This is an optimization exercise on Yosys and OpenROAD, whose aim is small area, a short achievable clock period and few clock cycles, not a production implementation.
Where RTL was checked, it was by simulation tests only, not by an equivalence proof against the original.
The RTL of runs 1 to 4 was laid out without a check of its function.
No activity file was given, so power comes from the tool's default toggle rates.

**flow/flow/run.sh**
```bash
#!/bin/bash
# The standard layout (the standard.sh: ORFS synthesis through finish), with two knobs
# changed: ports are buffered with buf_4 instead of the cell buffer_ports picks by default, and
# repair_timing aims for a setup slack of 10.6 ns at the design's 15 ns clock.
# Each run's full output goes to flow_make.log in the work folder.
set -euo pipefail
bash standard.sh SETUP_SLACK_MARGIN=10.6 "BUFFER_PORTS_ARGS=-buffer_cell sky130_fd_sc_hd__buf_4" finish > flow_make.log 2>&1
```
**flow/standard.sh**
```bash
#!/bin/bash
# synth_recipe.tcl (not shown) runs the flow's synth.tcl, then flattens the netlist and writes it again
# the make line also repeats each setting of config.mk as NAME=value (left out here)
make -C /OpenROAD-flow-scripts/flow DESIGN_CONFIG=/design/flow/config.mk WORK_HOME=/design/flow/orfs CLKGATE_MAP_FILE= SYNTH_SCRIPT=/design/flow/synth_recipe.tcl "${@:-finish}"
```
**flow/config.mk**
```make
export PLATFORM = sky130hd
export DESIGN_NAME = gap_fc_top
export DESIGN_NICKNAME = gap_fc_top
export VERILOG_FILES = /design/flow/design.v
export SDC_FILE = /design/flow/constraint.sdc
export NUM_CORES = 4
export LEC_CHECK = 0
export CAP_MARGIN = 50
export CORE_MARGIN = 2
export CORE_UTILIZATION = 40
export SLEW_MARGIN = 70
```
**flow/constraint.sdc**
```tcl
create_clock -name core_clock -period 15.0 [get_ports {clk}]
set_input_delay 3.0000 -clock core_clock [delete_from_list [all_inputs] [get_ports {clk}]]
set_output_delay 3.0000 -clock core_clock [all_outputs]
set_load 0.01 [all_outputs]
```
**flow/design.v**
```verilog
    function automatic logic [7:0] shift_clamp(input logic [47:0] p, input logic [4:0] s);
        logic [38:0] a0;
        logic [22:0] a1;
        logic [14:0] a2;
        logic [10:0] a3;
        logic [8:0]  a4;
        logic [7:0]  a5;
        logic [39:0] d;
        logic [39:0] mask;
        logic        sat;
        a0 = p[38:0];
        a1 = s[4] ? a0[38:16] : a0[22:0];
        a2 = s[3] ? a1[22:8]  : a1[14:0];
        a3 = s[2] ? a2[14:4]  : a2[10:0];
        a4 = s[1] ? a3[10:2]  : a3[8:0];
        a5 = s[0] ? a4[8:1]   : a4[7:0];
        d    = p[46:7] ^ {40{p[47]}};
        mask = {40{1'b1}} << s;
        sat  = |(d & mask);
        shift_clamp = sat ? {p[47], {7{!p[47]}}} : a5;
    endfunction
`timescale 1ns/1ps
module param_regs (
    input  logic               clk,
    input  logic               rst_n,
    input  logic               param_wr_en,
    input  logic [1:0]         param_wr_sel,
    input  logic [7:0]         param_wr_addr,
    input  logic [31:0]        param_wr_data,
    input  logic [1:0]         w_o,
    input  logic [2:0]         w_c,
    output logic signed [7:0]  w_byte,
    input  logic [1:0]         f_o,
    output logic [31:0]        f_bias,
    output logic [15:0]        f_m,
    input  logic [1:0]         r_o,
    output logic [4:0]         f_s,
    output logic               f_v,
    output logic [15:0]        g_m,
    output logic [4:0]         g_s,
    output logic               g_v
);
    logic [7:0]  w_mem [0:31];
    logic [31:0] b_mem [0:3];
    logic [15:0] m_mem [0:3];
    logic [4:0]  s_mem [0:3];
    logic [15:0] gm_q;
    logic [4:0]  gs_q;
    logic [7:0]  wv;
    logic [3:0]  bv;
    logic [3:0]  rv;
    logic        gv;
    logic        wr_q;
    logic [1:0]  sel_q;
    logic        w_ok, o_ok;
    logic [2:0]  a_q;
    logic [31:0] d_q;
    always_ff @(posedge clk or negedge rst_n) begin
        if (!rst_n) wr_q <= 1'b0;
        else        wr_q <= param_wr_en;
    end
    always_ff @(posedge clk) begin
        sel_q <= param_wr_sel;
        w_ok  <= param_wr_addr < 8'd8;
        o_ok  <= param_wr_addr < 8'd4;
        a_q   <= param_wr_addr[2:0];
        d_q   <= param_wr_data;
    end
    always_ff @(posedge clk) begin
        if (wr_q) begin
            case (sel_q)
                2'd0: if (w_ok) for (int l = 0; l < 4; l++) w_mem[{a_q, 2'(l)}] <= d_q[8*l +: 8];
                2'd1: if (o_ok) begin
                    m_mem[a_q[1:0]] <= d_q[15:0];
                    s_mem[a_q[1:0]] <= d_q[20:16];
                end
                2'd2: if (o_ok) b_mem[a_q[1:0]] <= d_q;
                default: begin
                    gm_q <= d_q[15:0];
                    gs_q <= d_q[20:16];
                end
            endcase
        end
    end
    always_ff @(posedge clk or negedge rst_n) begin
        if (!rst_n) begin
            wv <= '0;
            bv <= '0;
            rv <= '0;
            gv <= 1'b0;
        end else if (wr_q) begin
            case (sel_q)
                2'd0: if (w_ok) wv[a_q] <= 1'b1;
                2'd1: if (o_ok) rv[a_q[1:0]] <= 1'b1;
                2'd2: if (o_ok) bv[a_q[1:0]] <= 1'b1;
                default: gv <= 1'b1;
            endcase
        end
    end
    assign w_byte = wv[{w_o, w_c[2]}] ? w_mem[{w_o, w_c}] : 8'd0;
    assign f_bias = bv[f_o] ? b_mem[f_o] : 32'd0;
    assign f_m    = m_mem[f_o];
    assign f_s    = s_mem[r_o];
    assign f_v    = rv[r_o];
    assign g_m    = gm_q;
    assign g_s    = gs_q;
    assign g_v    = gv;
endmodule
`timescale 1ns/1ps
module gap_pool (
    input  logic              clk,
    input  logic              rst_n,
    input  logic              start,
    input  logic [15:0]       pix_count,
    input  logic [15:0]       fm_base,
    output logic              busy,
    output logic              fm_rd_en,
    output logic [15:0]       fm_rd_addr,
    input  logic signed [7:0] fm_rd_data,
    output logic              h_valid,
    output logic [23:0]       h_data,
    input  logic              h_take
);
    logic        rd_active;
    logic        rd_en;
    logic        busy_q;
    logic [15:0] addr;
    logic [15:0] pix_q;
    logic        pix1_q;
    logic [15:0] cnt;
    logic        last_q;
    logic        lastimg_q;
    logic        first_q;
    logic [2:0]  ch;
    logic [1:0]  occ;
    logic accept, issue_cont, ch_end, img_end, want_start, credit_ok, start_ok;
    logic [15:0] n_cnt;
    logic        n_last;
    logic [2:0]  n_ch;
    logic n_active, n_rd_en, n_lastimg;
    assign busy       = busy_q;
    assign accept     = start && !busy;
    assign issue_cont = rd_en && !last_q;
    assign ch_end     = rd_en && last_q;
    assign img_end    = rd_en && lastimg_q;
    assign want_start = (ch_end && !lastimg_q) || (img_end && accept) ||
                        (rd_active && !rd_en) || (!rd_active && accept);
    assign credit_ok  = (occ != 2'd2) || h_take;
    assign start_ok   = want_start && credit_ok;
    assign fm_rd_en   = rd_en;
    assign fm_rd_addr = addr;
    always_comb begin
        n_cnt  = cnt;
        n_last = last_q;
        n_ch   = ch;
        if (accept) begin
            n_cnt  = pix_count;
            n_last = pix_count == 16'd1;
            n_ch   = 3'd0;
        end else if (rd_en) begin
            if (last_q) begin
                n_cnt  = pix_q;
                n_last = pix1_q;
                n_ch   = ch + 3'd1;
            end else begin
                n_cnt  = cnt - 16'd1;
                n_last = cnt == 16'd2;
            end
        end
    end
    always_ff @(posedge clk) begin
        if (accept) begin
            pix_q  <= pix_count;
            pix1_q <= pix_count == 16'd1;
            addr   <= fm_base;
        end else if (rd_en) begin
            addr <= addr + 16'd1;
        end
        cnt       <= n_cnt;
        last_q    <= n_last;
        ch        <= n_ch;
        lastimg_q <= n_lastimg;
    end
    assign n_lastimg = n_last && (n_ch == 3'd7);
    assign n_active  = rd_active ? !(img_end && !accept) : accept;
    assign n_rd_en   = issue_cont || start_ok;
    always_ff @(posedge clk or negedge rst_n) begin
        if (!rst_n) begin
            rd_active <= 1'b0;
            rd_en     <= 1'b0;
            busy_q    <= 1'b0;
            first_q   <= 1'b0;
            occ       <= 2'd0;
        end else begin
            rd_active <= n_active;
            rd_en     <= n_rd_en;
            busy_q    <= n_active && !(n_rd_en && n_lastimg);
            first_q   <= start_ok;
            occ       <= occ + {1'b0, start_ok} - {1'b0, h_take};
        end
    end
    logic        p1_v, p1_f, p1_l;
    logic        p2_v, p2_f, p2_l;
    logic [7:0]  din;
    logic [23:0] sum;
    logic [23:0] add;
    logic        sfull;
    logic        fin, h_free;
    assign add    = (p2_f ? 24'd0 : sum) + {{16{din[7]}}, din};
    assign fin    = p2_v && p2_l;
    assign h_free = !h_valid || h_take;
    always_ff @(posedge clk) begin
        din <= fm_rd_data;
        p1_f <= first_q;
        p1_l <= last_q;
        p2_f <= p1_f;
        p2_l <= p1_l;
        if (p2_v) sum <= add;
        if (fin && h_free) h_data <= add;
        else if (sfull && h_free) h_data <= sum;
    end
    always_ff @(posedge clk or negedge rst_n) begin
        if (!rst_n) begin
            p1_v    <= 1'b0;
            p2_v    <= 1'b0;
            sfull   <= 1'b0;
            h_valid <= 1'b0;
        end else begin
            p1_v <= rd_en;
            p2_v <= p1_v;
            if ((fin || sfull) && h_free) begin
                h_valid <= 1'b1;
                sfull   <= 1'b0;
            end else begin
                if (h_take) h_valid <= 1'b0;
                if (fin) sfull <= 1'b1;
            end
        end
    end
endmodule
`timescale 1ns/1ps
module fc_layer (
    input  logic               clk,
    input  logic               rst_n,
    input  logic               h_valid,
    input  logic [23:0]        h_data,
    output logic               h_take,
    output logic [1:0]         w_o,
    output logic [2:0]         w_c,
    input  logic signed [7:0]  w_byte,
    output logic [1:0]         f_o,
    input  logic [31:0]        f_bias,
    input  logic [15:0]        f_m,
    output logic [1:0]         r_o,
    input  logic [4:0]         f_s,
    input  logic               f_v,
    input  logic [15:0]        g_m,
    input  logic [4:0]         g_s,
    input  logic               g_v,
    output logic               res_valid,
    output logic [1:0]         res_idx,
    output logic signed [7:0]  res_data,
    output logic               done
);
    function automatic logic [7:0] shift_clamp(input logic [47:0] p, input logic [4:0] s);
        logic [38:0] a0;
        logic [22:0] a1;
        logic [14:0] a2;
        logic [10:0] a3;
        logic [8:0]  a4;
        logic [7:0]  a5;
        logic [39:0] d;
        logic [39:0] mask;
        logic        sat;
        a0 = p[38:0];
        a1 = s[4] ? a0[38:16] : a0[22:0];
        a2 = s[3] ? a1[22:8]  : a1[14:0];
        a3 = s[2] ? a2[14:4]  : a2[10:0];
        a4 = s[1] ? a3[10:2]  : a3[8:0];
        a5 = s[0] ? a4[8:1]   : a4[7:0];
        d    = p[46:7] ^ {40{p[47]}};
        mask = {40{1'b1}} << s;
        sat  = |(d & mask);
        shift_clamp = sat ? {p[47], {7{!p[47]}}} : a5;
    endfunction
    logic [3:0]  gcnt;         
    logic [1:0]  fcnt;         
    logic        e_busy;
    logic [1:0]  e_step;
    logic        can_load, ld_gap, ld_fc, load;
    logic        fc_ok;
    logic        xsum_ok;      
    logic        a_v, a_first, a_last;
    assign can_load = !e_busy || (e_step == 2'd3);
    assign ld_gap   = can_load && !gcnt[3] && h_valid;
    assign fc_ok    = xsum_ok;
    assign ld_fc    = can_load && gcnt[3] && fc_ok;
    assign load     = ld_gap || ld_fc;
    assign h_take   = ld_gap;
    assign f_o      = fcnt;
    always_ff @(posedge clk or negedge rst_n) begin
        if (!rst_n) begin
            gcnt   <= '0;
            fcnt   <= '0;
            e_busy <= 1'b0;
            e_step <= '0;
        end else begin
            if (load) begin
                e_busy <= 1'b1;
                e_step <= 2'd0;
            end else if (e_busy) begin
                e_step <= e_step + 2'd1;
                if (e_step == 2'd3) e_busy <= 1'b0;
            end
            if (ld_gap) gcnt <= gcnt + 4'd1;
            if (ld_fc) begin
                fcnt <= fcnt + 2'd1;
                if (fcnt == 2'd3) gcnt <= '0;
            end
        end
    end
    function automatic logic [2:0] bdec(input logic [2:0] m);
        case (m)
            3'b001, 3'b010: bdec = 3'b001;
            3'b011:         bdec = 3'b010;
            3'b100:         bdec = 3'b110;
            3'b101, 3'b110: bdec = 3'b101;
            default:        bdec = 3'b000;
        endcase
    endfunction
    logic [31:0] x;
    logic [16:0] mr;
    logic [5:0]  ctl;          
    logic [31:0] r;
    logic [15:0] l;
    logic        e_gap;
    logic [1:0]  e_o;
    logic [15:0] m_new;
    logic signed [18:0] s_sel;
    logic [32:0] mag0, mag1;
    logic [35:0] pp0, pp1;
    logic [35:0] t;
    logic [35:0] rin;
    logic [35:0] cs_s, cs_c;
    logic [36:0] t_ci;
    logic        e_first;
    logic [31:0] xsum_q;
    assign m_new = ld_gap ? g_m : f_m;
    assign mag0  = ({33{ctl[0]}} & {x[31], x}) | ({33{ctl[1]}} & {x, 1'b0});
    assign mag1  = ({33{ctl[3]}} & {x[31], x}) | ({33{ctl[4]}} & {x, 1'b0});
    assign pp0   = {{3{mag0[32]}}, mag0} ^ {36{ctl[2]}};
    assign pp1   = ({{1{mag1[32]}}, mag1, 2'b00} ^ {{34{ctl[5]}}, 2'b00}) | {34'd0, ctl[5], ctl[5]};
    assign rin   = e_first ? 36'd0 : {{4{r[31]}}, r};
    assign cs_s  = rin ^ pp0 ^ pp1;
    assign cs_c  = {(rin[34:0] & pp0[34:0]) | (rin[34:0] & pp1[34:0]) | (pp0[34:0] & pp1[34:0]), ctl[5]};
    assign t_ci  = {cs_s, 1'b1} + {cs_c, ctl[2]};
    assign t     = t_ci[36:1];
    always_ff @(posedge clk) begin
        if (load) begin
            x     <= ld_gap ? {{8{h_data[23]}}, h_data} : xsum_q;
            mr    <= {m_new, 1'b0};
            ctl   <= {bdec(m_new[3:1]), bdec({m_new[1:0], 1'b0})};
            e_gap <= ld_gap;
            e_o   <= fcnt;
        end else begin
            mr  <= {4'd0, mr[16:4]};
            ctl <= {bdec(mr[8:6]), bdec(mr[6:4])};
        end
        r <= t[35:4];
        l <= {t[3:0], l[15:4]};
        xsum_q <= f_bias + {{13{s_sel[18]}}, s_sel};
    end
    always_ff @(posedge clk or negedge rst_n) begin
        if (!rst_n) e_first <= 1'b0;
        else        e_first <= load;
    end
    logic        w_v;
    logic        w_gap;
    logic [1:0]  w_oo;
    logic [4:0]  w_s;
    logic        w_ok;
    logic [7:0]  y;
    assign r_o  = w_oo;
    assign w_s  = w_gap ? g_s : f_s;
    assign w_ok = w_gap ? g_v : f_v;
    assign y    = w_ok ? shift_clamp({r, l}, w_s) : 8'd0;
    always_ff @(posedge clk) begin
        if (e_busy && e_step == 2'd3) begin
            w_gap <= e_gap;
            w_oo  <= e_o;
        end
    end
    always_ff @(posedge clk or negedge rst_n) begin
        if (!rst_n) w_v <= 1'b0;
        else        w_v <= e_busy && (e_step == 2'd3);
    end
    logic signed [7:0]  pooled;
    logic signed [7:0]  w_q;
    logic [18:0] ps_q, pc_q;
    logic [18:0] bp [0:3];
    logic [18:0] nb;
    logic [18:0] c1s, c1c, c2s, c2c, c3s, c3c;
    logic [18:0] a_s, a_x, a_y;
    logic [18:0] acc_in;
    always_comb begin
        logic [2:0] d;
        logic [8:0] m;
        for (int k = 0; k < 4; k++) begin
            d = (k == 0) ? {w_q[1:0], 1'b0} : w_q[2*k+1 -: 3];
            case (d)
                3'b001, 3'b010, 3'b101, 3'b110: m = {pooled[7], pooled};
                3'b011, 3'b100:                 m = {pooled, 1'b0};
                default:                        m = 9'd0;
            endcase
            if (d[2] && !(d[1] && d[0])) m = ~m;
            bp[k] = {{10{m[8]}}, m} << (2 * k);
            nb[2*k]   = d[2] && !(d[1] && d[0]);
            nb[2*k+1] = 1'b0;
        end
        nb[18:8] = '0;
        c1s = bp[0] ^ bp[1] ^ bp[2];
        c1c = {(bp[0][17:0] & bp[1][17:0]) | (bp[0][17:0] & bp[2][17:0]) | (bp[1][17:0] & bp[2][17:0]), 1'b0};
        c2s = c1s ^ c1c ^ bp[3];
        c2c = {(c1s[17:0] & c1c[17:0]) | (c1s[17:0] & bp[3][17:0]) | (c1c[17:0] & bp[3][17:0]), 1'b0};
        c3s = c2s ^ c2c ^ nb;
        c3c = {(c2s[17:0] & c2c[17:0]) | (c2s[17:0] & nb[17:0]) | (c2c[17:0] & nb[17:0]), 1'b0};
    end
    logic [18:0] q [0:3];
    logic [1:0]  ph;
    logic [1:0]  sidx;         
    logic [3:0]  fin;          
    logic [2:0]  m_c;
    logic        f_busy;
    logic [1:0]  f_n;
    logic        f_go;
    logic        p_v, p_first, p_last;
    assign a_s    = (a_v && a_first) ? 19'd0 : q[0];
    assign a_x    = a_s ^ ps_q ^ pc_q;
    assign a_y    = {(a_s[17:0] & ps_q[17:0]) | (a_s[17:0] & pc_q[17:0]) | (ps_q[17:0] & pc_q[17:0]), 1'b0};
    assign acc_in = a_x + a_y;
    logic [1:0]  f_cnt;
    assign f_go   = (w_v && w_gap) || f_busy;
    assign f_cnt  = f_busy ? f_n : 2'd0;
    assign w_o    = ph + 2'd2;
    assign w_c    = m_c;
    assign s_sel  = q[sidx];
    always_ff @(posedge clk) begin
        if (w_v && w_gap) pooled <= y;
        w_q     <= w_byte;
        p_first <= m_c == 3'd0;
        p_last  <= m_c == 3'd7;
        ps_q    <= p_v ? c3s : 19'd0;
        pc_q    <= p_v ? c3c : 19'd0;
        a_first <= p_first;
        a_last  <= p_last;
        q[0]    <= q[1];
        q[1]    <= q[2];
        q[2]    <= q[3];
        q[3]    <= acc_in;
    end
    always_ff @(posedge clk or negedge rst_n) begin
        if (!rst_n) begin
            ph      <= '0;
            sidx    <= '0;
            fin     <= '0;
            xsum_ok <= 1'b0;
            f_busy  <= 1'b0;
            f_n     <= '0;
            m_c     <= '0;
            p_v     <= 1'b0;
            a_v     <= 1'b0;
        end else begin
            ph      <= ph + 2'd1;
            sidx    <= sidx - 2'd1 + {1'b0, ld_fc};
            xsum_ok <= fin[fcnt] && !ld_fc;
            if (a_v && a_last) fin[ph] <= 1'b1;
            if (ld_fc && fcnt == 2'd3) fin <= '0;
            f_busy  <= f_go && (f_cnt != 2'd3);
            f_n     <= f_cnt + 2'd1;
            if (f_go && f_cnt == 2'd3) m_c <= m_c + 3'd1;
            p_v <= f_go;
            a_v <= p_v;
        end
    end
    always_ff @(posedge clk) begin
        res_idx  <= w_oo;
        res_data <= y;
    end
    always_ff @(posedge clk or negedge rst_n) begin
        if (!rst_n) begin
            res_valid <= 1'b0;
            done      <= 1'b0;
        end else begin
            res_valid <= w_v && !w_gap;
            done      <= w_v && !w_gap && (w_oo == 2'd3);
        end
    end
endmodule
`timescale 1ns/1ps
module gap_fc_top (
    input  logic              clk,
    input  logic              rst_n,
    input  logic              start,
    input  logic [15:0]       pix_count,
    input  logic [15:0]       fm_base,
    output logic              busy,
    output logic              done,
    output logic              fm_rd_en,
    output logic [15:0]       fm_rd_addr,
    input  logic signed [7:0] fm_rd_data,
    input  logic              param_wr_en,
    input  logic [1:0]        param_wr_sel,
    input  logic [7:0]        param_wr_addr,
    input  logic [31:0]       param_wr_data,
    output logic              res_valid,
    output logic [1:0]        res_idx,
    output logic signed [7:0] res_data
);
    logic               h_valid;
    logic [23:0]        h_data;
    logic               h_take;
    logic [1:0]         w_o;
    logic [2:0]         w_c;
    logic signed [7:0]  w_byte;
    logic [1:0]         f_o;
    logic [31:0]        f_bias;
    logic [15:0]        f_m;
    logic [1:0]         r_o;
    logic [4:0]         f_s;
    logic               f_v;
    logic [15:0]        g_m;
    logic [4:0]         g_s;
    logic               g_v;
    param_regs u_params (
        .clk(clk), .rst_n(rst_n),
        .param_wr_en(param_wr_en), .param_wr_sel(param_wr_sel),
        .param_wr_addr(param_wr_addr), .param_wr_data(param_wr_data),
        .w_o(w_o), .w_c(w_c), .w_byte(w_byte),
        .f_o(f_o), .f_bias(f_bias), .f_m(f_m), .r_o(r_o), .f_s(f_s), .f_v(f_v),
        .g_m(g_m), .g_s(g_s), .g_v(g_v)
    );
    gap_pool u_pool (
        .clk(clk), .rst_n(rst_n),
        .start(start), .pix_count(pix_count), .fm_base(fm_base), .busy(busy),
        .fm_rd_en(fm_rd_en), .fm_rd_addr(fm_rd_addr), .fm_rd_data(fm_rd_data),
        .h_valid(h_valid), .h_data(h_data), .h_take(h_take)
    );
    fc_layer u_fc (
        .clk(clk), .rst_n(rst_n),
        .h_valid(h_valid), .h_data(h_data), .h_take(h_take),
        .w_o(w_o), .w_c(w_c), .w_byte(w_byte),
        .f_o(f_o), .f_bias(f_bias), .f_m(f_m), .r_o(r_o), .f_s(f_s), .f_v(f_v),
        .g_m(g_m), .g_s(g_s), .g_v(g_v),
        .res_valid(res_valid), .res_idx(res_idx), .res_data(res_data), .done(done)
    );
endmodule
```
==> results of run 1 <==
## timing repair
action	CTS	global route
gates cloned	0	1
buffers inserted	2	0
setup endpoints to repair	10	6
gates resized for setup	3	7
## cells in the final DEF, fill, tap and decap left out, types with 14 or more instances in the layout
cell type / n
a211oi_1: 31
a21o_1: 52
a21oi_1: 149
a22oi_1: 70
a31oi_1: 19
and2_1: 55
and3_1: 24
buf_4: 137
buf_6: 15
bufinv_16: 14
clkbuf_1: 14
clkbuf_16: 106
clkbuf_8: 14
clkinv_2: 24
dfrtp_1: 50
dfxtp_1: 235
dfxtp_2: 30
dfxtp_4: 20
edfxtp_1: 632
fa_1: 73
ha_1: 159
inv_1: 156
mux2_2: 35
mux2i_1: 45
mux4_2: 152
nand2_1: 272
nand2b_1: 49
nand3_1: 41
nand4_1: 18
nor2_1: 131
nor2b_1: 84
nor3_1: 37
o211ai_1: 14
o21a_1: 15
o21ai_0: 106
o22ai_1: 14
or2_2: 18
or3_1: 17
xnor2_1: 120
xor2_1: 113
## stage by stage
step | instance area [sq um] | setup slack (ns) | util, % | power [mW] | hold WS (ns)
global route | 52560 | 10.61 | 46.79 | 12.84 | 0.3342
finish | 52580 | 10.67 | 46.80 | 11.91 | 0.3259
floorplan | 45200 | 10.61 | - | 7.911 | 0.3096
CTS | 52400 | 10.57 | 46.64 | 11.95 | 0.3299
global placement | 47710 | 10.01 | 42.47 | 9.085 | 0.3112
detailed placement | 48730 | 10.20 | 43.37 | 9.228 | 0.3138
## logic make-up after synthesis
logic type | share of synthesized area [%]
xor+xnor | 4.613
flops | 57.84
buf+inv | 2.683
simple gates | 8.841
fa+ha+maj | 7.637
compound gates | 8.764
mux | 9.622
## cell type report
class / count / area [sq um]
repair buffers: 198 / 1918
clock inverters: 69 / 830.8
multi-input cells: 2120 / 18230
flip-flops and latches: 975 / 26270
inverters: 162 / 620.6
diodes: 5 / 12.51
well taps: 1500 / 1877
clock buffers: 129 / 2818
fillers: 10010 / 59770
## worst max-delay path by stage
stage                      endpoint  cells past startpoint
CTS                 u_fc.xsum_q[30]                     16
floorplan           u_fc.xsum_q[30]                     15
global placement    u_fc.xsum_q[30]                     16
finish               fm_rd_addr[11]                      1
detailed placement  u_fc.xsum_q[30]                     16
global route         fm_rd_addr[11]                      1
## state kept, by name (all words and copies together), names as in the netlist, 8 cells and up, named ones only
name / flops
u_params.w_mem: 256
u_params.b_mem: 128
u_fc.q: 76
u_params.m_mem: 64
u_fc.r: 32
u_fc.x: 32
u_fc.xsum_q: 32
u_params.d_q: 32
u_pool.h_data: 24
u_pool.sum: 24
u_params.s_mem: 20
u_fc.l: 16
u_fc.ps_q: 16
u_params.gm_q: 16
u_pool.addr: 16
u_pool.cnt: 16
u_pool.pix_q: 16
u_fc.pc_q: 14
u_fc.mr: 13
u_fc.pooled: 8
u_fc.res_data: 8
u_fc.w_q: 8
u_params.wv: 8
u_pool.din: 8
## layer usage
| metal | global-route usage [%] | up-vias |
|---|---|---|
| met1 | 24.43 | 13550 |
| met5 | 0 | - |
| li1 | - | 12880 |
| met2 | 29.76 | 594 |
| met3 | 2.737 | 131 |
| met4 | 5.736 | 0 |
## where the power goes
group / switching (mW) / internal (mW)
Clock: 1.08 / 1.59
Sequential: 0.424 / 3.46
Combinational: 2.99 / 2.37
Total: 4.49 / 7.42
==> flow_metrics.py, run 1 <==
metrics = {
    "setup_path": {
        "crit_path_max_incr_delay_ns": 0.47,
        "cp.required_ns": 12.00,
        "critPathKind": "reg -> out",
        "crit-reg2reg-launch": "u_fc.ctl[0]",
        "crit_arrival_ns": 1.33,
        "cp_top_family": "flip-flops",
        "r2r_end": "u_fc.r[31]",
        "path_cells": "buf_4",
        "cp_max_fo": 5,
        "end_kind": "primary output",
        "startpoint": "u_pool.addr[11]",
        "r2r_setup_slack_ns": 10.79,
        "cp-start-kind": "register",
        "slowest_stage": "edfxtp_1",
        "rr_worst_depth": 14,
        "cp_num_buf_inv": 1,
    },
    "clocking": {
        "cts_hold_buf": 0,
        "cts-root-buf": "clkbuf_16",
        "clock_latency_ns": 0.68,
        "cts_tree": "built",
        "cts_buffers": 104,
        "cts.sinks": 975,
        "clk_path_buf_depth": 3,
        "htree_levels": 3,
        "clkSlewWorstSetupHoldPaths_ns": 0.06,
    },
    "floorplan": {
        "num_rows": 123,
        "dieArea_sq_um": 115700,
        "initial_core_util_pct": 40.22,
        "num_io_pins": 116,
        "die_y_microns": 340.1,
        "fp.coreArea_sq_um": 112300,
        "die_w_microns": 340.1,
    },
    "grt": {
        "grt_pass1_vias": 27460,
        "grt_pass1_wl_microns": 161700,
        "grt_max_degree": 78,
        "grt_usage_pct": 18.00,
        "gr-total-overflow": 0,
        "antenna_found_initial": 4,
    },
    "power_and_ir_drop": {
        "leakage_nw": 19.88,
        "powerDensity_nw_per_um2": 226.6,
        "vdd.ir_drop.worst_mv": 0.1722,
    },
    "synth": {
        "synth_top_cell_area_share_pct": 42.00,
        "ys_ff_latch": 975,
        "yosys.area.top_type": "edfxtp_1",
        "netlist_area_sq_um": 45190,
        "yosysSeqAreaShare_pct": 57.84,
        "yosys_warnings": 5,
        "synth-edff-count": 632,
        "avgSynthCellArea_sq_um": 13.29,
        "synth_cells": 3400,
        "synth.most_common_cell": "edfxtp_1",
        "ys.flop_type": "edfxtp_1",
        "ys_types": 90,
        "ys_top_cells_by_count": "edfxtp_1, dfxtp_1, nand2_1",
        "synthTopCellsByArea": "edfxtp_1, dfxtp_1, mux4_2",
        "syn-num-nets": 3718,
        "async_flop_share_pct": 5.949,
    },
    "hold_path": {
        "hold_depth": 0,
        "hold_path_end": "u_fc.a_first",
        "hp-start": "u_fc.p_first",
        "hp-class": "reg -> reg",
    },
    "timing": {
        "finalSetupTns_ns": 0,
        "finalHoldViolations": 0,
        "clock_skew_ns": 0.04697,
        "fmax_mhz": 231.0,
        "rsz0062_at_grt": "no",
        "fin_crit_ns": 4.329,
        "setup_viol": 0,
        "worst_slew_pin_slew_ns": 0.4347,
        "max_slew_margin_pct": 70.79,
        "slew_violations": 0,
        "finalCritPeriodShare_pct": 28.86,
    },
    "cells_and_area": {
        "layout-drive-gt1-share_pct": 19.63,
        "fin_nets": 3879,
        "finalNonFillerCells": 5158,
        "area_growth_pct": 16.36,
    },
    "drt": {
        "drtPass1Iterations": 5,
        "postRouteAntennaNets": 0,
        "drt_iter0_markers": 2041,
        "drc": 0,
        "top_layer": "met4",
        "vias": 27150,
        "wl_met1_microns": 45840,
        "vias_per_cell": 5.264,
        "routed_wl_microns": 104100,
        "wl_per_cell_microns": 20.19,
        "routed-wl-met2_microns": 50270,
        "route.met3.wl_microns": 5305,
    },
    "placed_design": {
        "dp_hpwl_microns": 73010,
        "dp.cells": 4949,
        "gp_congestion": 0.8492,
        "io_buffer_count": 115,
    },
    "job": {
        "cap_violations": 0,
    },
    "outcome": {
        "status": "timing/DRC/antenna clean",
    },
}
==> run 2: changes to the inputs <==
--- a/flow/config.mk
+++ b/flow/config.mk
@@ -8,4 +8,5 @@
 export CAP_MARGIN = 50
 export CORE_MARGIN = 2
-export CORE_UTILIZATION = 40
+export CORE_UTILIZATION = 60
+export PLACE_DENSITY = 0.72
 export SLEW_MARGIN = 70
==> run 2 against run 1 <==
Against the previous run:
- clock power down 5%
- setup slack worse by 0.0011 ns
- first-iteration DRC count increased by 13%
- critical path depth is the same
- sequential power increased by 1%
- fmax is essentially flat
- still clean on timing, DRC and antenna
- clock skew increased by 0.0016 ns
- routed wire length fell by 0.50%
- synthesized cell count stayed put
- die area fell by 33%
- largest cell class unchanged
==> flow_metrics.py, run 2 <==
metrics = {
    "outcome": {
        "status": "timing/DRC/antenna clean",
    },
    "synth": {
        "async_flop_share_pct": 5.949,
        "ys_ff_latch": 975,
        "ys_types": 90,
        "synth-edff-count": 632,
        "synth_top_cell_area_share_pct": 42.00,
        "netlist_area_sq_um": 45190,
        "syn-num-nets": 3718,
        "yosys_warnings": 5,
        "ys_top_cells_by_count": "edfxtp_1, dfxtp_1, nand2_1",
        "synth.most_common_cell": "edfxtp_1",
        "synthTopCellsByArea": "edfxtp_1, dfxtp_1, mux4_2",
        "yosys.area.top_type": "edfxtp_1",
        "ys.flop_type": "edfxtp_1",
        "yosysSeqAreaShare_pct": 57.84,
        "synth_cells": 3400,
        "avgSynthCellArea_sq_um": 13.29,
    },
    "floorplan": {
        "num_rows": 100,
        "die_w_microns": 278.4,
        "die_y_microns": 278.4,
        "initial_core_util_pct": 60.70,
        "num_io_pins": 116,
        "fp.coreArea_sq_um": 74450,
        "dieArea_sq_um": 77520,
    },
    "grt": {
        "grt_pass1_vias": 28130,
        "grt_max_degree": 78,
        "antenna_found_initial": 7,
        "grt_pass1_wl_microns": 158900,
        "met1_usage_pct": 34.59,
        "grt.busiest_layer": "met2",
        "grt_usage_pct": 26.71,
        "gr-total-overflow": 0,
        "use_met2_pct": 44.83,
        "grt_use_met3_pct": 4.869,
    },
    "timing": {
        "fmax_mhz": 230.9,
        "fin_ws_ns": 10.67,
        "slew_violations": 0,
        "finalCritPeriodShare_pct": 28.87,
        "worst_slew_pin_slew_ns": 0.4564,
        "finalSetupTns_ns": 0,
        "max_slew_margin_pct": 69.43,
        "clock_skew_ns": 0.04857,
        "fin_crit_ns": 4.331,
        "rsz0062_at_grt": "no",
        "finalHoldViolations": 0,
        "setup_viol": 0,
    },
    "cells_and_area": {
        "finalNonFillerCells": 4615,
        "layout-drive-gt1-share_pct": 19.17,
        "layout_commonest_cell": "edfxtp_1",
        "largest_reg_flops": 256,
        "area_growth_pct": 14.33,
        "fin_nets": 3873,
        "final_cell_mix": "edfxtp_1, nand2_1, dfxtp_1",
        "final_area_sq_um": 51660,
    },
    "setup_path": {
        "crit_arrival_ns": 1.33,
        "r2r_end": "u_fc.xsum_q[30]",
        "cp_num_buf_inv": 1,
        "rr_worst_depth": 16,
        "cp_top_family": "flip-flops",
        "r2r_setup_slack_ns": 10.85,
        "cp-endpoint": "fm_rd_addr[12]",
        "crit_path_max_incr_delay_ns": 0.47,
        "startpoint": "u_pool.addr[12]",
        "worst-path-stages": 1,
        "critPathKind": "reg -> out",
        "cp-start-kind": "register",
        "cp.required_ns": 12.00,
        "cp_max_fo": 4,
        "end_kind": "primary output",
        "slowest_stage": "edfxtp_1",
        "crit-reg2reg-launch": "u_fc.fcnt[0]",
        "path_cells": "buf_4",
    },
    "drt": {
        "vias": 27830,
        "drt_iter0_markers": 2297,
        "vias_per_cell": 6.031,
        "drc": 0,
        "drtPass1Iterations": 6,
        "wl_per_cell_microns": 22.45,
        "postRouteAntennaNets": 0,
        "routed_wl_microns": 103600,
    },
    "power_and_ir_drop": {
        "switching_share_pct": 38.09,
        "power_frac_seq_pct": 33.2,
        "vdd.ir_drop.worst_mv": 0.1715,
        "internal_power_mw": 7.324,
        "powerDensity_nw_per_um2": 229.0,
        "p_sw_mw": 4.507,
        "leakage_nw": 19.75,
        "clock_power_share_pct": 21.4,
        "comb_power_share_pct": 45.4,
        "p_total_mw": 11.83,
    },
    "clocking": {
        "htree_levels": 3,
        "cts-root-buf": "clkbuf_16",
        "clk_path_buf_depth": 3,
        "clkSlewWorstSetupHoldPaths_ns": 0.06,
        "cts_buffers": 99,
        "clock_latency_ns": 0.68,
        "cts.sinks": 975,
        "cts_tree": "built",
    },
    "placed_design": {
        "place_ws_ns": 10.49,
        "dp_hpwl_microns": 70790,
        "place_area_sq_um": 47930,
        "gp_congestion": 0.8888,
        "dp.cells": 4410,
        "io_buffer_count": 115,
    },
    "hold_path": {
        "hp-class": "reg -> reg",
        "hp-start": "u_fc.q[3][13]",
    },
    "job": {
        "cap_violations": 0,
    },
}
-- run 2: cell counts after synthesis --
No cell type changed its count.
-- run 2: worst reg2reg max path, cell delays in order, from the launching register on --
cell	delay (ns)
dfrtp_4	0.56
buf_8	0.18
buf_16	0.15
o21ai_2	0.19
buf_8	0.24
nor2b_1	0.09
ha_1	0.24
fa_1	0.48
a211oi_1	0.23
nor2_1	0.11
o311a_1	0.36
a21o_1	0.25
a211oi_2	0.25
nor3_1	0.13
nor3_2	0.23
o31ai_1	0.13
xor2_1	0.16
-- run 2: how the worst min path moves through the flow --
| stage | end | depth (start not counted) | slack, ns |
|---|---|---|---|
| detailed placement | u_fc.a_last | 0 | 0.33 |
| global route | u_fc.q[2][13] | 0 | 0.34 |
| floorplan | u_fc.a_first | 0 | 0.31 |
| global placement | u_fc.a_first | 0 | 0.31 |
| CTS | u_fc.q[2][13] | 0 | 0.33 |
| finish | u_fc.q[2][13] | 0 | 0.33 |
-- run 2: power by group through the flow --
stage | Clock, mW | Sequential [mW] | Combinational (mW)
floorplan | 0 | 3.73 | 4.19
global placement | 0 | 4.02 | 4.97
detailed placement | 0 | 3.99 | 5.24
CTS | 2.56 | 3.94 | 5.28
global route | 2.66 | 3.98 | 6.00
finish | 2.53 | 3.93 | 5.37
-- run 2: cell type report --
type,count,area [sq um]
inverter,162,620.6
sequential,975,26300
antenna,5,12.51
clock inverter,50,606.8
clock buffer,137,2826
tap,969,1212
fill,4936,22780
timing repair buffer,197,1869
multi-input combinational,2120,18210
-- run 2: timing repair --
action                     CTS  global route
setup endpoints to repair    2             8
hold buffers                 0             0
gates cloned                 0             0
setup buffers                0             6
resized for setup            3             6
-- run 2: kinds of logic (layout without fill, tap and decap cells) --
kind of cell / after synthesis / in the layout / synth area share (%)
flops: 975 / 975 / 57.84
simple gates: 811 / 811 / 8.841
compound gates: 600 / 600 / 8.764
buf+inv: 305 / 546 / 2.683
mux: 239 / 239 / 9.622
xor+xnor: 238 / 238 / 4.613
fa+ha+maj: 232 / 232 / 7.637
other cells: 0 / 5 / 0
-- run 2: stage by stage --
step / hold slack, ns / util, %
after global placement: 0.3145 / 63.14
after CTS: 0.3328 / 69.01
after global routing: 0.3417 / 69.38
after detailed placement: 0.3293 / 64.39
after floorplan: 0.3096 / -
final: 0.3332 / 69.40
-- run 2: layer usage --
| metal | share of wire [%] | vias up |
|---|---|---|
| met3 | 6.1 | 193 |
| met4 | 3.9 | 2 |
| met5 | 0.013 | - |
| met1 | 40 | 13870 |
| li1 | - | 12850 |
| met2 | 50 | 915 |
==> run 3: changes to the inputs <==
--- a/flow/design.v
+++ b/flow/design.v
@@ -51,32 +51,19 @@
     logic [3:0]  rv;
     logic        gv;
-    logic        wr_q;
-    logic [1:0]  sel_q;
-    logic        w_ok, o_ok;
-    logic [2:0]  a_q;
-    logic [31:0] d_q;
-    always_ff @(posedge clk or negedge rst_n) begin
-        if (!rst_n) wr_q <= 1'b0;
-        else        wr_q <= param_wr_en;
-    end
-    always_ff @(posedge clk) begin
-        sel_q <= param_wr_sel;
-        w_ok  <= param_wr_addr < 8'd8;
-        o_ok  <= param_wr_addr < 8'd4;
-        a_q   <= param_wr_addr[2:0];
-        d_q   <= param_wr_data;
-    end
+    logic w_ok, o_ok;
+    assign w_ok = param_wr_addr < 8'd8;
+    assign o_ok = param_wr_addr < 8'd4;
     always_ff @(posedge clk) begin
-        if (wr_q) begin
-            case (sel_q)
-                2'd0: if (w_ok) for (int l = 0; l < 4; l++) w_mem[{a_q, 2'(l)}] <= d_q[8*l +: 8];
+        if (param_wr_en) begin
+            case (param_wr_sel)
+                2'd0: if (w_ok) for (int l = 0; l < 4; l++) w_mem[{param_wr_addr[2:0], 2'(l)}] <= param_wr_data[8*l +: 8];
                 2'd1: if (o_ok) begin
-                    m_mem[a_q[1:0]] <= d_q[15:0];
-                    s_mem[a_q[1:0]] <= d_q[20:16];
+                    m_mem[param_wr_addr[1:0]] <= param_wr_data[15:0];
+                    s_mem[param_wr_addr[1:0]] <= param_wr_data[20:16];
                 end
-                2'd2: if (o_ok) b_mem[a_q[1:0]] <= d_q;
+                2'd2: if (o_ok) b_mem[param_wr_addr[1:0]] <= param_wr_data;
                 default: begin
-                    gm_q <= d_q[15:0];
-                    gs_q <= d_q[20:16];
+                    gm_q <= param_wr_data[15:0];
+                    gs_q <= param_wr_data[20:16];
                 end
             endcase
@@ -89,9 +76,9 @@
             rv <= '0;
             gv <= 1'b0;
-        end else if (wr_q) begin
-            case (sel_q)
-                2'd0: if (w_ok) wv[a_q] <= 1'b1;
-                2'd1: if (o_ok) rv[a_q[1:0]] <= 1'b1;
-                2'd2: if (o_ok) bv[a_q[1:0]] <= 1'b1;
+        end else if (param_wr_en) begin
+            case (param_wr_sel)
+                2'd0: if (w_ok) wv[param_wr_addr[2:0]] <= 1'b1;
+                2'd1: if (o_ok) rv[param_wr_addr[1:0]] <= 1'b1;
+                2'd2: if (o_ok) bv[param_wr_addr[1:0]] <= 1'b1;
                 default: gv <= 1'b1;
             endcase
--- a/flow/config.mk
+++ b/flow/config.mk
@@ -8,5 +8,4 @@
 export CAP_MARGIN = 50
 export CORE_MARGIN = 2
-export CORE_UTILIZATION = 60
-export PLACE_DENSITY = 0.72
+export CORE_UTILIZATION = 40
 export SLEW_MARGIN = 70
==> run 3 against run 2 <==
Against the previous run:
- total power is 13% lower
- highest routed layer is now met4
- sequential share of layout area down 1.7 points
- via count decreased by 2.2%
- count of clock-buffer cells in the layout is 7 lower
- sequential power fell by 9.9%
- non-clock buffer count up 23
- fmax shrank 0.14%
- synthesized cell count down 0.94%
- final area is 0.19% lower
- critical endpoint is now u_params.w_mem[10][6]
- first-iteration DRC count fell by 2.3%
==> flow_metrics.py, run 3 <==
metrics = {
    "synth": {
        "yosysSeqAreaShare_pct": 56.82,
        "synth_cells": 3368,
        "avgSynthCellArea_sq_um": 13.24,
        "yosys_warnings": 5,
        "ys_ff_latch": 935,
        "synth_top_cell_area_share_pct": 42.57,
        "syn-num-nets": 3686,
        "synth-edff-count": 632,
        "synthTopCellsByArea": "edfxtp_1, dfxtp_1, mux4_2",
        "netlist_area_sq_um": 44580,
        "yosys.area.top_type": "edfxtp_1",
        "ys.flop_type": "edfxtp_1",
        "ys_top_cells_by_count": "edfxtp_1, nand2_1, dfxtp_1",
        "synth.most_common_cell": "edfxtp_1",
        "async_flop_share_pct": 6.096,
        "ys_types": 98,
    },
    "setup_path": {
        "path_common_cell": "buf_4",
        "critPathKind": "in -> reg",
        "cp_num_buf_inv": 4,
        "end_kind": "register",
        "r2r_end": "u_fc.xsum_q[24]",
        "path_cells": "buf_4 > nor4_4 > nand3b_1 > or3_4 > buf_4 > nor3_4 > buf_4 > buf_2",
        "rr_worst_depth": 14,
        "cp.required_ns": 15.38,
        "crit_path_max_incr_delay_ns": 0.39,
        "cp_max_fo": 7,
        "cp-start-kind": "input port",
        "slowest_stage": "or3_4",
        "r2r_setup_slack_ns": 10.86,
        "cp_top_family": "simple AND/OR/NAND/NOR gates",
        "crit_arrival_ns": 4.71,
        "crit-reg2reg-launch": "u_fc.fcnt[1]",
    },
    "clocking": {
        "cts_tree": "built",
        "cts_buffers": 99,
        "cts.sinks": 935,
        "clkSlewWorstSetupHoldPaths_ns": 0.06,
        "cts_hold_buf": 0,
        "htree_levels": 3,
        "clk_path_buf_depth": 3,
        "cts-root-buf": "clkbuf_16",
        "clock_latency_ns": 0.69,
    },
    "cells_and_area": {
        "finalNonFillerCells": 5116,
        "fin_nets": 3864,
        "final_cell_mix": "edfxtp_1, nand2_1, dfxtp_1",
        "largest_reg_flops": 256,
        "diodes": 0,
        "layout-drive-gt1-share_pct": 18.96,
        "layout_commonest_cell": "edfxtp_1",
        "area_growth_pct": 15.66,
    },
    "hold_path": {
        "hp-class": "reg -> reg",
        "hold_depth": 0,
        "hp-start": "u_fc.p_last",
        "hold_path_end": "u_fc.a_last",
    },
    "timing": {
        "finalHoldViolations": 0,
        "worst_slew_pin_slew_ns": 0.4526,
        "rsz0062_at_grt": "yes",
        "finalCritPeriodShare_pct": 28.91,
        "setup_viol": 0,
        "hold_slack_ns": 0.3290,
        "fmax_mhz": 230.6,
        "slew_violations": 0,
        "clock_skew_ns": 0.03903,
        "finalSetupTns_ns": 0,
        "fin_crit_ns": 4.337,
        "max_slew_margin_pct": 69.78,
    },
    "floorplan": {
        "die_w_microns": 337.8,
        "num_rows": 122,
        "dieArea_sq_um": 114100,
        "die_y_microns": 337.8,
        "fp.coreArea_sq_um": 110700,
        "initial_core_util_pct": 40.28,
        "num_io_pins": 116,
    },
    "drt": {
        "drc": 0,
        "postRouteAntennaNets": 0,
        "vias": 27210,
        "drt_iter0_markers": 2244,
        "routed_wl_microns": 107200,
        "drtPass1Iterations": 5,
        "vias_per_cell": 5.318,
        "wl_per_cell_microns": 20.95,
    },
    "grt": {
        "grt_pass1_vias": 26740,
        "grt_usage_pct": 18.84,
        "antenna_found_initial": 3,
        "grt_max_degree": 78,
        "gr-total-overflow": 0,
        "grt_pass1_wl_microns": 163600,
    },
    "placed_design": {
        "io_buffer_count": 115,
        "dp.cells": 4915,
        "dp_hpwl_microns": 74680,
        "gp_congestion": 0.8872,
    },
    "power_and_ir_drop": {
        "powerDensity_nw_per_um2": 199.6,
        "vdd.ir_drop.worst_mv": 0.1415,
        "leakage_nw": 19.51,
    },
    "outcome": {
        "status": "timing/DRC/antenna clean",
    },
    "job": {
        "cap_violations": 0,
    },
}
==> run 3: changes by cell type after synthesis, sizes merged, moves of 6 or more <==
cell / change
a211oi: -6
o21ai: -7
and2: -6
inv: +18
clkbuf: +7
mux2: -8
buf: -7
nand2: +10
dfxtp: -39
a21o: +7
or3: -6
o22ai: -9
nor4: +6
mux4: +10
==> run 3: worst max-delay path by stage <==
stage                          start                    end  slack, ns  depth (start not counted)
floorplan           param_wr_addr[6]   u_params.w_mem[0][0]       9.66                          5
finish              param_wr_addr[6]  u_params.w_mem[10][6]      10.66                          8
detailed placement  param_wr_addr[6]   u_params.w_mem[3][6]       9.59                          8
global route        param_wr_addr[6]   u_params.b_mem[1][1]      10.59                          7
global placement    param_wr_addr[6]   u_params.w_mem[2][0]       9.34                          6
CTS                 param_wr_addr[6]   u_params.w_mem[8][3]      10.60                          8
==> run 3: cell families (layout without fill, tap and decap cells) <==
family                     count (synthesis)  in the layout  synth area share [%]
adders and majority gates                232            232                 7.741
muxes                                    242            242                 10.15
DFF                                      935            935                 56.82
buffers and inverters                    324            584                 2.908
xor gates and xnor gates                 234            234                 4.597
AOI/OAI and AO/OA                        593            593                 8.922
and+or+nand+nor                          808            808                 8.863
==> run 3: final cells by class <==
class	count	area, sq um
timing repair buffer	220	1952
fill	9776	59110
tap	1488	1862
clock buffer	130	2720
sequential	935	25370
inverter	181	693.2
multi-input combinational	2109	18410
clock inverter	53	555.5
==> run 3: through the flow <==
stage	power, mW	area, sq um	utilization [%]	setup WS [ns]
global route	11.03	51560	46.59	10.59
finish	10.29	51560	46.59	10.66
detailed placement	7.864	48010	43.39	9.587
CTS	10.32	51320	46.37	10.60
global placement	7.749	47100	42.56	9.342
floorplan	6.757	44730	-	9.655
==> run 3: where the power goes <==
part | switching, mW | total (mW) | internal [mW] | leakage (nW)
clock | 1.03 | 2.44 | 1.41 | 1.60
sequential | 0.320 | 3.54 | 3.22 | 8.50
combinational | 2.42 | 4.32 | 1.90 | 9.41
total | 3.77 | 10.3 | 6.53 | 19.5
==> run 3: repair_timing <==
action                     CTS  global route
gates resized for setup      5             4
pin swaps                    1             4
buffers inserted             3            13
setup endpoints to repair  121           129
==> run 3: per-layer routing <==
| layer | wire [microns] | global-route usage, % | up-vias |
|---|---|---|---|
| li1 | - | - | 12790 |
| met1 | 48440 | 26.60 | 13590 |
| met2 | 51320 | 30.79 | 668 |
| met3 | 4732 | 2.340 | 158 |
| met4 | 2674 | 5.059 | 0 |
| met5 | 0 | 0 | - |
==> run 4: changes to the inputs <==
--- a/flow/config.mk
+++ b/flow/config.mk
@@ -6,6 +6,6 @@
 export NUM_CORES = 4
 export LEC_CHECK = 0
-export CAP_MARGIN = 50
+export CAP_MARGIN = 20
 export CORE_MARGIN = 2
 export CORE_UTILIZATION = 40
-export SLEW_MARGIN = 70
+export SLEW_MARGIN = 20
==> run 4 against run 3 <==
Against the previous run:
- clock skew is 0.0050 ns higher
- total power is 1.1% lower
- sequential cell count stayed put
- utilization is 0.60 points lower
- combinational power is 2% lower
- critical path depth is 3 lower
- highest routed layer unchanged
==> flow_metrics.py, run 4 <==
metrics = {
    "outcome": {
        "status": "timing/DRC/antenna clean",
    },
    "synth": {
        "yosysSeqAreaShare_pct": 56.82,
        "yosys_warnings": 5,
        "netlist_area_sq_um": 44580,
        "syn-num-nets": 3686,
        "synth.most_common_cell": "edfxtp_1",
        "async_flop_share_pct": 6.096,
        "ys_ff_latch": 935,
        "synthTopCellsByArea": "edfxtp_1, dfxtp_1, mux4_2",
        "ys_types": 98,
        "synth_top_cell_area_share_pct": 42.57,
        "avgSynthCellArea_sq_um": 13.24,
        "ys.flop_type": "edfxtp_1",
        "yosys.area.top_type": "edfxtp_1",
        "synth_cells": 3368,
        "ys_top_cells_by_count": "edfxtp_1, nand2_1, dfxtp_1",
        "synth-edff-count": 632,
    },
    "timing": {
        "max_slew_margin_pct": 31.75,
        "slew_violations": 0,
        "setup_viol": 0,
        "fin_ws_ns": 10.53,
        "worst_slew_pin_slew_ns": 1.004,
        "fin_crit_ns": 4.465,
        "finalCritPeriodShare_pct": 29.77,
        "fmax_mhz": 224.0,
        "rsz0062_at_grt": "yes",
        "finalSetupTns_ns": 0,
        "hold_slack_ns": 0.3267,
        "finalHoldViolations": 0,
        "clock_skew_ns": 0.04402,
    },
    "setup_path": {
        "cp.required_ns": 15.32,
        "cp-start-kind": "input port",
        "crit_arrival_ns": 4.78,
        "critPathKind": "in -> reg",
        "end_kind": "register",
        "cp_max_fo": 16,
    },
    "drt": {
        "drt_iter0_markers": 2354,
        "vias_per_cell": 5.362,
        "routed_wl_microns": 108000,
        "wl_per_cell_microns": 21.24,
        "postRouteAntennaNets": 0,
        "vias": 27270,
        "drtPass1Iterations": 6,
        "drc": 0,
    },
    "floorplan": {
        "dieArea_sq_um": 114100,
        "fp.coreArea_sq_um": 110700,
        "num_rows": 122,
        "num_io_pins": 116,
        "die_y_microns": 337.8,
        "initial_core_util_pct": 40.28,
        "die_w_microns": 337.8,
    },
    "cells_and_area": {
        "diodes": 0,
        "largest_reg_flops": 256,
        "layout_commonest_cell": "edfxtp_1",
        "layout-drive-gt1-share_pct": 16.96,
        "finalNonFillerCells": 5085,
        "area_growth_pct": 14.18,
        "final_cell_mix": "edfxtp_1, nand2_1, dfxtp_1",
        "fin_nets": 3829,
    },
    "power_and_ir_drop": {
        "p_total_mw": 10.18,
        "leakage_nw": 19.22,
        "powerDensity_nw_per_um2": 200.1,
        "comb_power_share_pct": 41.4,
        "internal_power_mw": 6.433,
        "vdd.ir_drop.worst_mv": 0.1476,
        "power_frac_seq_pct": 34.9,
        "clock_power_share_pct": 23.7,
        "p_sw_mw": 3.750,
        "switching_share_pct": 36.82,
    },
    "grt": {
        "antenna_found_initial": 3,
        "grt_pass1_wl_microns": 163000,
        "grt_max_degree": 78,
        "gr-total-overflow": 0,
        "grt_usage_pct": 18.77,
        "grt_pass1_vias": 26430,
    },
    "placed_design": {
        "gp_congestion": 0.8872,
        "dp_hpwl_microns": 72220,
        "dp.cells": 4862,
        "place_ws_ns": 9.321,
        "io_buffer_count": 115,
    },
    "clocking": {
        "cts_buffers": 98,
        "clock_latency_ns": 0.68,
        "cts_tree": "built",
        "clk_path_buf_depth": 3,
        "cts-root-buf": "clkbuf_16",
        "clkSlewWorstSetupHoldPaths_ns": 0.06,
        "htree_levels": 3,
        "cts.sinks": 935,
    },
    "hold_path": {
        "hp-class": "reg -> reg",
    },
    "job": {
        "cap_violations": 0,
    },
}
==> run 4: area by class of cell <==
| class | count | area (sq um) |
|---|---|---|
| inverters | 181 | 685.7 |
| clock inverters | 46 | 442.9 |
| flip-flops and latches | 935 | 25350 |
| multi-input cells | 2116 | 18200 |
| fillers | 9844 | 59770 |
| clock buffers | 140 | 2815 |
| repair buffers | 179 | 1541 |
| well taps | 1488 | 1862 |
==> run 4: metrics by stage <==
| stage | cell area (sq um) | utilization (%) |
|---|---|---|
| finish | 50900 | 45.99 |
| global route | 50900 | 45.99 |
| CTS | 50530 | 45.66 |
| detailed placement | 47110 | 42.57 |
| global placement | 47100 | 42.56 |
| floorplan | 44730 | - |
==> run 4: power by group through the flow <==
stage          Clock [mW]  Combinational, mW  Sequential, mW
5_1_grt              2.57               4.77            3.60
2_1_floorplan           0               3.30            3.45
6_report             2.41               4.22            3.55
4_1_cts              2.46               4.21            3.56
3_5_place_dp            0               4.18            3.61
3_3_place_gp            0               4.15            3.60
==> run 4: path summary, 6_finish.rpt <==
kind / slack [ns] / cells after the start / from / to
min in group asynchronous: 2.17 / 1 / rst_n / u_fc.done
worst max register to register: 10.81 / 14 / u_fc.fcnt[1] / u_fc.xsum_q[24]
worst max-delay path: 10.53 / 5 / param_wr_addr[3] / u_params.b_mem[0][8]
worst min-delay path: 0.33 / 0 / u_fc.p_last / u_fc.a_last
worst min register to register: 0.33 / 0 / u_fc.p_last / u_fc.a_last
max in group asynchronous: 11.74 / 2 / rst_n / u_fc.m_c[0]
==> run 4: cell families (layout without fill, tap and decap cells) <==
kind of cell | count (synthesis) | after routing | synth area share (%)
AOI/OAI and AO/OA | 593 | 594 | 8.922
xor gates and xnor gates | 234 | 234 | 4.597
adders and majority gates | 232 | 232 | 7.741
buffers and inverters | 324 | 546 | 2.908
DFF | 935 | 935 | 56.82
muxes | 242 | 242 | 10.15
and+or+nand+nor | 808 | 814 | 8.863
==> run 4: critical path, cell delays in order <==
cell and delay, ns:
buf_6 0.10, nor4_4 0.24, nand3b_1 0.19, nor4b_4 0.64
and2_2 0.60
==> run 4: what timing repair did <==
action / in CTS / in global routing
pin swaps: 5 / 8
endpoints found under the setup margin: 346 / 277
gates resized for setup: 14 / 20
cloned: 3 / 8
hold buffers: 0 / 0
endpoints found under the hold margin: 0 / 0
setup buffers: 8 / 18
==> run 4: metal layers <==
layer	global-route usage [%]	vias up	routed length (microns)
met1	26.39	13670	48560
met3	2.500	159	5055
met5	0	-	0
met4	4.983	0	2673
li1	-	12750	-
met2	30.68	695	51690
==> run 5: changes to the inputs <==
--- a/flow/design.v
+++ b/flow/design.v
@@ -276,4 +276,6 @@
     logic [1:0]  e_step;
     logic        can_load, ld_gap, ld_fc, load;
+    logic        ld_pre, ld_g;
+    logic        pre;          
     logic        fc_ok;
     logic        xsum_ok;      
@@ -283,6 +285,8 @@
     assign fc_ok    = xsum_ok;
     assign ld_fc    = can_load && gcnt[3] && fc_ok;
-    assign load     = ld_gap || ld_fc;
-    assign h_take   = ld_gap;
+    assign ld_pre   = can_load && gcnt[3] && !fc_ok && !pre && h_valid;
+    assign ld_g     = ld_gap || ld_pre;
+    assign load     = ld_g || ld_fc;
+    assign h_take   = ld_g;
     assign f_o      = fcnt;
     always_ff @(posedge clk or negedge rst_n) begin
@@ -290,4 +294,5 @@
             gcnt   <= '0;
             fcnt   <= '0;
+            pre    <= 1'b0;
             e_busy <= 1'b0;
             e_step <= '0;
@@ -301,7 +306,11 @@
             end
             if (ld_gap) gcnt <= gcnt + 4'd1;
+            if (ld_pre) pre <= 1'b1;
             if (ld_fc) begin
                 fcnt <= fcnt + 2'd1;
-                if (fcnt == 2'd3) gcnt <= '0;
+                if (fcnt == 2'd3) begin
+                    gcnt <= {3'd0, pre};
+                    pre  <= 1'b0;
+                end
             end
         end
@@ -322,4 +331,5 @@
     logic [15:0] l;
     logic        e_gap;
+    logic        e_pre;
     logic [1:0]  e_o;
     logic [15:0] m_new;
@@ -333,5 +343,5 @@
     logic        e_first;
     logic [31:0] xsum_q;
-    assign m_new = ld_gap ? g_m : f_m;
+    assign m_new = ld_g ? g_m : f_m;
     assign mag0  = ({33{ctl[0]}} & {x[31], x}) | ({33{ctl[1]}} & {x, 1'b0});
     assign mag1  = ({33{ctl[3]}} & {x[31], x}) | ({33{ctl[4]}} & {x, 1'b0});
@@ -345,8 +355,9 @@
     always_ff @(posedge clk) begin
         if (load) begin
-            x     <= ld_gap ? {{8{h_data[23]}}, h_data} : xsum_q;
+            x     <= ld_g ? {{8{h_data[23]}}, h_data} : xsum_q;
             mr    <= {m_new, 1'b0};
             ctl   <= {bdec(m_new[3:1]), bdec({m_new[1:0], 1'b0})};
-            e_gap <= ld_gap;
+            e_gap <= ld_g;
+            e_pre <= ld_pre;
             e_o   <= fcnt;
         end else begin
@@ -364,4 +375,6 @@
     logic        w_v;
     logic        w_gap;
+    logic        w_pre;
+    logic        pv_hold;      
     logic [1:0]  w_oo;
     logic [4:0]  w_s;
@@ -375,4 +388,5 @@
         if (e_busy && e_step == 2'd3) begin
             w_gap <= e_gap;
+            w_pre <= e_pre;
             w_oo  <= e_o;
         end
@@ -427,5 +441,7 @@
     assign acc_in = a_x + a_y;
     logic [1:0]  f_cnt;
-    assign f_go   = (w_v && w_gap) || f_busy;
+    logic        f_start;
+    assign f_start = (w_v && w_gap && !(w_pre && pre)) || (pv_hold && !pre);
+    assign f_go    = f_start || f_busy;
     assign f_cnt  = f_busy ? f_n : 2'd0;
     assign w_o    = ph + 2'd2;
@@ -453,4 +469,5 @@
             xsum_ok <= 1'b0;
             f_busy  <= 1'b0;
+            pv_hold <= 1'b0;
             f_n     <= '0;
             m_c     <= '0;
@@ -464,4 +481,6 @@
             if (ld_fc && fcnt == 2'd3) fin <= '0;
             f_busy  <= f_go && (f_cnt != 2'd3);
+            if (w_v && w_gap && w_pre && pre) pv_hold <= 1'b1;
+            else if (!pre)                    pv_hold <= 1'b0;
             f_n     <= f_cnt + 2'd1;
             if (f_go && f_cnt == 2'd3) m_c <= m_c + 3'd1;
--- a/flow/config.mk
+++ b/flow/config.mk
@@ -6,6 +6,6 @@
 export NUM_CORES = 4
 export LEC_CHECK = 0
-export CAP_MARGIN = 20
+export CAP_MARGIN = 70
 export CORE_MARGIN = 2
 export CORE_UTILIZATION = 40
-export SLEW_MARGIN = 20
+export SLEW_MARGIN = 85
==> run 5 against run 4 <==
Against the previous run:
- sequential share of layout area decreased by 9.0 points
- sequential power hardly changed
- clock power hardly changed
- still clean on timing, DRC and antenna
- final area up 23%
- synthesized area is 0.83% lower
- total power rose by 20%
- sequential cell count increased by 4
- first-iteration DRC count fell by 8.7%
- critical path depth up 38
- routed wire length grew 13%
- setup slack worse by 1.2 ns
- combinational power is about 50% higher
==> flow_metrics.py, run 5 <==
metrics = {
    "outcome": {
        "status": "timing/DRC/antenna clean",
    },
    "grt": {
        "grt_max_degree": 35,
        "grt_pass1_vias": 30450,
        "antenna_found_initial": 11,
        "gr-total-overflow": 0,
        "grt_pass1_wl_microns": 177100,
        "grt_usage_pct": 20.40,
    },
    "setup_path": {
        "rr_worst_depth": 43,
        "r2r_setup_slack_ns": 9.36,
        "cp.required_ns": 15.55,
        "startpoint": "u_fc.a_v",
        "cp_max_fo": 5,
        "cp-endpoint": "u_fc.q[3][18]",
        "crit-reg2reg-launch": "u_fc.a_v",
        "cp-start-kind": "register",
        "path_common_cell": "clkbuf_2",
        "crit_arrival_ns": 6.19,
        "r2r_end": "u_fc.q[3][18]",
        "critPathKind": "reg -> reg",
        "crit_path_max_incr_delay_ns": 0.53,
        "end_kind": "register",
        "slowest_stage": "fa_2",
    },
    "job": {
        "cap_violations": 0,
    },
    "clocking": {
        "cts_hold_buf": 0,
        "clkSlewWorstSetupHoldPaths_ns": 0.06,
        "htree_levels": 3,
        "cts.sinks": 939,
        "cts-root-buf": "clkbuf_16",
        "cts_buffers": 97,
        "cts_tree": "built",
        "clock_latency_ns": 0.71,
        "clk_path_buf_depth": 3,
    },
    "placed_design": {
        "io_buffer_count": 115,
        "place_area_sq_um": 53010,
        "gp_congestion": 0.8333,
        "dp_hpwl_microns": 78610,
        "place_ws_ns": 2.297,
    },
    "synth": {
        "synth-edff-count": 634,
        "yosys_warnings": 5,
        "async_flop_share_pct": 6.283,
        "yosys.area.top_type": "edfxtp_1",
        "yosysSeqAreaShare_pct": 57.54,
        "synthTopCellsByArea": "edfxtp_1, dfxtp_1, mux4_2",
        "syn-num-nets": 3678,
        "synth.most_common_cell": "edfxtp_1",
        "ys_types": 83,
        "synth_top_cell_area_share_pct": 43.06,
        "netlist_area_sq_um": 44210,
        "ys_top_cells_by_count": "edfxtp_1, nand2_1, dfxtp_1",
        "ys.flop_type": "edfxtp_1",
        "avgSynthCellArea_sq_um": 13.16,
        "synth_cells": 3360,
        "ys_ff_latch": 939,
    },
    "cells_and_area": {
        "fin_nets": 4605,
        "final_area_sq_um": 62640,
        "final_cell_mix": "edfxtp_1, nand2_1, buf_4",
        "largest_reg_flops": 256,
        "area_growth_pct": 41.68,
        "layout-drive-gt1-share_pct": 42.11,
        "layout_commonest_cell": "edfxtp_1",
    },
    "floorplan": {
        "initial_core_util_pct": 40.45,
        "die_w_microns": 336.5,
        "num_io_pins": 116,
        "fp.coreArea_sq_um": 109300,
        "num_rows": 121,
        "die_y_microns": 336.5,
        "dieArea_sq_um": 113200,
    },
    "power_and_ir_drop": {
        "vdd.ir_drop.worst_mv": 0.1989,
        "powerDensity_nw_per_um2": 195.4,
        "leakage_nw": 24.24,
    },
    "timing": {
        "max_slew_margin_pct": 76.69,
        "finalHoldViolations": 0,
        "fin_ws_ns": 9.361,
        "setup_viol": 0,
        "worst_slew_pin_slew_ns": 0.3461,
        "slew_violations": 0,
        "finalCritPeriodShare_pct": 37.59,
        "finalSetupTns_ns": 0,
        "rsz0062_at_grt": "yes",
        "clock_skew_ns": 0.05717,
        "fin_crit_ns": 5.639,
        "fmax_mhz": 177.3,
    },
    "drt": {
        "routed_wl_microns": 121800,
        "drt_iter0_markers": 2150,
        "vias_per_cell": 5.242,
        "drc": 0,
        "wl_per_cell_microns": 20.84,
        "vias": 30660,
        "drtPass1Iterations": 6,
        "postRouteAntennaNets": 0,
    },
    "hold_path": {
        "hp-class": "reg -> reg",
    },
}
## run 5: how the worst min path moves through the flow
stage,from,end,slack (ns),depth (start not counted)
after floorplan,u_fc.p_first,u_fc.a_first,0.31,0
after global placement,u_fc.p_last,u_fc.a_last,0.31,0
after detailed placement,u_pool.p1_l,u_pool.p2_l,0.31,0
after CTS,u_pool.p1_f,u_pool.p2_f,0.33,0
after global routing,u_pool.p1_l,u_pool.p2_l,0.34,0
final,u_fc.p_first,u_fc.a_first,0.33,0
## run 5: kinds of logic after synthesis
family | share of synthesized area, %
compound gates | 8.434
mux | 9.713
buf+inv | 2.703
flops | 57.54
fa+ha+maj | 7.851
simple gates | 9.280
xor+xnor | 4.477
## run 5: layout make-up
class | count | area (sq um)
Clock buffer | 140 | 2710
Timing Repair Buffer | 969 | 9544
Tap cell | 1476 | 1847
Sequential cell | 939 | 25570
Clock inverter | 42 | 485.5
Fill cell | 8480 | 46670
Multi-Input combinational cell | 2109 | 21770
Inverter | 171 | 696.9
Antenna cell | 2 | 5.005
## run 5: where the power goes
group	internal, mW	switching [mW]
registers	3.23	0.286
clock network	1.36	1.06
logic	3.11	3.20
total	7.70	4.54
## run 5: per-layer routing
layer  global-route usage (%)  up-vias  share of wire, %
met4                    6.848        4               3.3
met3                    3.054      204               4.9
li1                         -    14180                 -
met1                    26.92    15470                41
met2                    34.52      796                50
met5                        0        -             0.023
## run 5: timing repair
action,in CTS,in global routing
cloned,19,1
pin swaps,120,128
endpoints found under the setup margin,452,534
gates resized for setup,585,327
setup buffers,181,135
## run 5: critical path, delay by kind of cell, from the launching register on
family                   cells  cell delay [ns]
buffers and inverters       29             2.83
AO/OA/AOI/OAI                6             1.11
adder cells (fa/ha/maj)      2             0.68
flip-flops                   1             0.41
AND/OR/NAND/NOR              5             0.38
XOR/XNOR                     1             0.12
## run 5: metrics by stage
| step | hold slack [ns] | power (mW) | std cells | util, % |
|---|---|---|---|---|
| after global placement | 0.3117 | 7.488 | 4834 | 42.74 |
| after global routing | 0.3372 | 12.95 | 5846 | 57.30 |
| after detailed placement | 0.3135 | 8.613 | 5252 | 48.49 |
| after floorplan | 0.3096 | 6.554 | 3360 | - |
| after CTS | 0.3310 | 11.38 | 5634 | 54.20 |
| final | 0.3298 | 12.24 | 5848 | 57.30 |
Testbench counts of run 5, summed over its fixed seeds: cycles 25,268.

-- afterwards: timing with drivers on the ports --
No port has a modelled driver above. Below, the same layouts with a new extraction and two added sets of constraints. Step 1, drivers: a clkbuf_16 drives clk and a buf_2 each remaining input, both assumed. Step 2 moves the port delays by t, midway between the first and last clock arrival at a register: inputs arrive t later, outputs are due t later. That takes back most of the time a late clock gives input paths. Slacks: ideal ports / drivers / drivers and shift; pairs: ideal ports / drivers.
| run | t (ns) | setup slack, ns | worst setup path after step 2 |
|---|---|---|---|
| run 1 | 0.721 | 10.671 / 10.605 / 10.477 | input to register |
| run 2 | 0.722 | 10.669 / 10.603 / 10.549 | input to register |
| run 3 | 0.740 | 10.663 / 10.599 / 9.968 | input to register |
| run 4 | 0.732 | 10.535 / 10.570 / 9.838 | input to register |
| run 5 | 0.750 | 9.361 / 9.361 / 9.203 | input to register |
After both steps every run listed still meets setup and hold. The setup slack of run 4, which loses most, moves by +0.035 ns with the drivers and by -0.697 ns with both steps.
